This design comes from an exercise in tuning for a short achievable clock period and few clock cycles on the open sky130 flow, not from production work. Only simulation tests tie the RTL to the original design; equivalence was not proved. The clock port is modelled as an ideal driver; clocking choices that lean on that would not hold on a real chip. Power is estimated from default activity; no workload was simulated.

the reference run:
## mips_core
module mips_core (
    input  logic      clk,
    input  logic      reset_i,
    input  logic      stall_i,
    output mips_pkg::addr_t     rom_addr_o,
    input  mips_pkg::inst_t     rom_data_i,
    output logic      ram_en_o,
    output logic      ram_we_o,
    output mips_pkg::addr_t     ram_addr_o,
    output mips_pkg::word_t     ram_wdata_o,
    input  mips_pkg::word_t     ram_rdata_i,
    output logic      debug_wb_en_o,
    output mips_pkg::reg_addr_t debug_wb_addr_o,
    output mips_pkg::word_t     debug_wb_data_o,
    output mips_pkg::addr_t     debug_wb_pc_o
);
    logic [31:0] pc_q;
    logic        x_wr;         
    logic [4:0]  x_dst;
    logic [31:0] x_pc;
    logic [31:0] x_npc;        
    logic [31:0] x_a;          
    logic [31:0] x_b;          
    logic [31:0] x_ax;         
    logic [31:0] x_sd;         
    logic [31:0] x_off;        
    logic        x_la;         
    logic        x_lb;         
    logic        x_ls;         
    logic        x_sf;         
    logic        x_luse;       
    logic        x_sub;        
    logic [4:0]  x_shamt;
    logic        x_r_arith, x_r_sub, x_r_and, x_r_or, x_r_xor, x_r_slt, x_r_sll, x_r_srl;
    logic        x_is_load, x_is_store, x_beq, x_bne;
    logic        m_wb;
    logic [4:0]  m_dst;
    logic [31:0] m_pc;
    logic [31:0] m_res;
    logic [31:0] m_sd;
    logic        m_is_load;
    logic        m_is_store;
    logic        m_ram_en;
    logic        w_wb;
    logic        o_en;
    logic [4:0]  o_dst;
    logic [31:0] o_pc;
    logic [31:0] o_data;
    mips_pkg::word_t regs [1:31];
    logic [31:0] m_wdata;
    assign m_wdata = m_is_load ? ram_rdata_i : m_res;
    assign ram_en_o        = m_ram_en;
    assign ram_we_o        = m_is_store && !stall_i;
    assign ram_addr_o      = m_res;
    assign ram_wdata_o     = m_sd;
    assign debug_wb_en_o   = o_en && !stall_i;
    assign debug_wb_addr_o = o_dst;
    assign debug_wb_data_o = o_data;
  ...
clock: 8.0 ns
lec_check: 0
abc_clock_period_in_ps: 2500
cap_margin: 20
core_margin: 2
core_utilization: 40
place_density: 0.7
setup_slack_margin: 4.55
slew_margin: 20
tns_end_percent: 100
standard.sh (not shown) runs the stock make flow with config.mk's settings and CLKGATE_MAP_FILE= SYNTH_SCRIPT=/design/flow/synth_recipe.tcl, a recipe that flattens the netlist after the stock synthesis.
==> flow/flow/run.sh <==
#!/bin/bash
# The standard layout with one extra step after clock tree synthesis:
# flow/post_cts.tcl moves the stall gates of the event outputs onto the
# input buffer of stall_i. The make output goes to standard.log; ORFS keeps
# each tool's own log under orfs/logs/.
set -euo pipefail
export POST_CTS_TCL="$PWD/flow/post_cts.tcl"
bash standard.sh finish > standard.log 2>&1
==> flow/flow/post_cts.tcl <==
# Hang the stall gate of each event output (ram_we_o, debug_wb_en_o) directly on
# the input buffer of stall_i instead of deep in the buffer tree that serves
# the pipeline's enables.
set block [ord::get_db_block]

proc my_driver_of {net} {
  foreach it [$net getITerms] {
    if {[$it isOutputSignal]} { return $it }
  }
  return ""
}

proc my_input_net {inst} {
  foreach it [$inst getITerms] {
    if {[$it isInputSignal]} { return [$it getNet] }
  }
  return "NULL"
}

proc my_output_net {inst} {
  foreach it [$inst getITerms] {
    if {[$it isOutputSignal]} { return [$it getNet] }
  }
  return "NULL"
}

set in_net [[$block findBTerm stall_i] getNet]
set ibuf [[lindex [$in_net getITerms] 0] getInst]
set root [my_output_net $ibuf]
puts "stall_i input buffer [$ibuf getName], net [$root getName]"

foreach port {ram_we_o debug_wb_en_o} {
  set onet [[$block findBTerm $port] getNet]
  set obuf [[my_driver_of $onet] getInst]
  set gnet [my_input_net $obuf]
  set gate [[my_driver_of $gnet] getInst]
  foreach it [$gate getITerms] {
    if {![$it isInputSignal]} { continue }
    set n [$it getNet]
    set depth 0
    while {$n ne "NULL" && [$n getName] ne [$root getName] && $depth < 12} {
      set d [my_driver_of $n]
      if {$d eq ""} { break }
      set di [$d getInst]
      set master [[$di getMaster] getName]
      if {![regexp {__(buf|clkbuf)_[0-9]+$} $master]} { break }
      set n [my_input_net $di]
      incr depth
    }
    if {$n ne "NULL" && [$n getName] eq [$root getName] && $depth > 0} {
      $it disconnect
      $it connect $root
      puts "moved [$gate getName]/[[$it getMTerm] getName] ($port) onto [$root getName], $depth buffers up"
    }
  }
}
Testbench counts of the reference run, summed over its fixed seeds: cycles 11,013.
[inputs] the trial run vs the reference run
-- flow/config.mk --
<<< the reference run, line 12
export PLACE_DENSITY = 0.7
export SETUP_SLACK_MARGIN = 4.55
>>> the trial run, line 12
export PLACE_DENSITY = 0.6
export SETUP_SLACK_MARGIN = 4.7
## What came out
- Power was higher in the trial run than in the reference run.
- Delta(violation count after the first detailed-routing iteration, the trial run - the reference run) < 0
- Comparing the trial run and the reference run, the higher sequential share of layout area is on the reference run.
- Re aggregate global routing overflow: no difference whatsoever between the trial run and the reference run.
- Final non-filler cell total (the trial run over the reference run): increase, 196
- The trial run: relative contribution of the clock network to total power is 0.3 points lower than what the reference run reported.

---

## run 1
Starting RTL as in the previous note.
clock: 8.0 ns
lec_check: 0
abc_clock_period_in_ps: 2500
cap_margin: 20
core_margin: 2
core_utilization: 40
place_density: 0.6
setup_slack_margin: 4.55
slew_margin: 20
tns_end_percent: 100
Scripts as last shown in full above: flow/flow/run.sh, flow/flow/post_cts.tcl
Testbench counts of run 1, summed over its fixed seeds: cycles 11,013.
Input changes introduced in run 2 (baseline for comparison: run 1):
- changing PLACE_DENSITY from 0.6 to 0.65
[summary]
- Comparing run 2 with run 1, the sequential share of layout area came out essentially unchanged.
- Cmp run 2 vs run 1: wire length of the first global-routing pass lower in run 2
- Side by side, wire length the detailed router placed on met1 turned out lower in run 2 than in run 1.
- Required arrival time at the worst endpoint sits higher in run 2 than in run 1.
- The final reports for run 2 and run 1 show share of total power in the clock network lower in the former.
- Setup WNS run 1 -> run 2: worse
- Compared to run 1, the routing of run 2 uses less wire.
- Relative to run 1, the post-detailed-placement half-perimeter wirelength measured on run 2 has decreased by a few percent.
Here is what was changed in the inputs of run 3 compared with run 2.
- swapping 0.65 for 0.75 in PLACE_DENSITY
Findings:
On post-route clock period utilization, run 3 and run 2 are basically level. Run 3 reached the end of the flow, and the finished layout is clean on the timing, design-rule and antenna checks. Fraction of area in multi-input gates: run 3 higher than run 2. As of run 3, routability-driven placement congestion ratio had risen by a few percent compared to run 2. Total of plain and repair buffers excluding clock buffers went down by a little under 10% going from run 2 to run 3. Comparing run 3 and run 2, non-clock buffer area fraction after layout is higher on run 2.

## afterwards: timing with drivers on the ports
Ports are ideal in the flow. The routed layouts listed here were re-timed in OpenROAD. Step 1, drivers: a clkbuf_16 drives clk and a buf_2 each remaining input, both assumed. Step 2 times the ports against the registers' clock, not the clock port: input delays grow and output delays shrink by t, the midpoint of the rising clock arrivals with the driver on. Three values: no drivers, after step 1, after step 2; two values: the first two.
run	t (ns)	setup WS [ns]	slew at the worst register clock pin (ns)	worst data-port slew with drivers (ns)
the reference run	0.908	4.382 / 4.114 / 3.206	0.07 / 0.07	0.40
the trial run	0.910	4.356 / 4.046 / 3.136	0.08 / 0.08	0.63
run 1	0.910	4.373 / 4.035 / 3.125	0.08 / 0.08	0.58
run 2	0.900	4.355 / 4.117 / 3.217	0.08 / 0.08	0.41
run 3	0.899	4.365 / 4.008 / 3.109	0.07 / 0.07	0.52
After both steps every run listed still meets setup and hold. The setup slack of run 3, which loses most, moves by -0.357 ns with the drivers and by -1.256 ns with both steps.
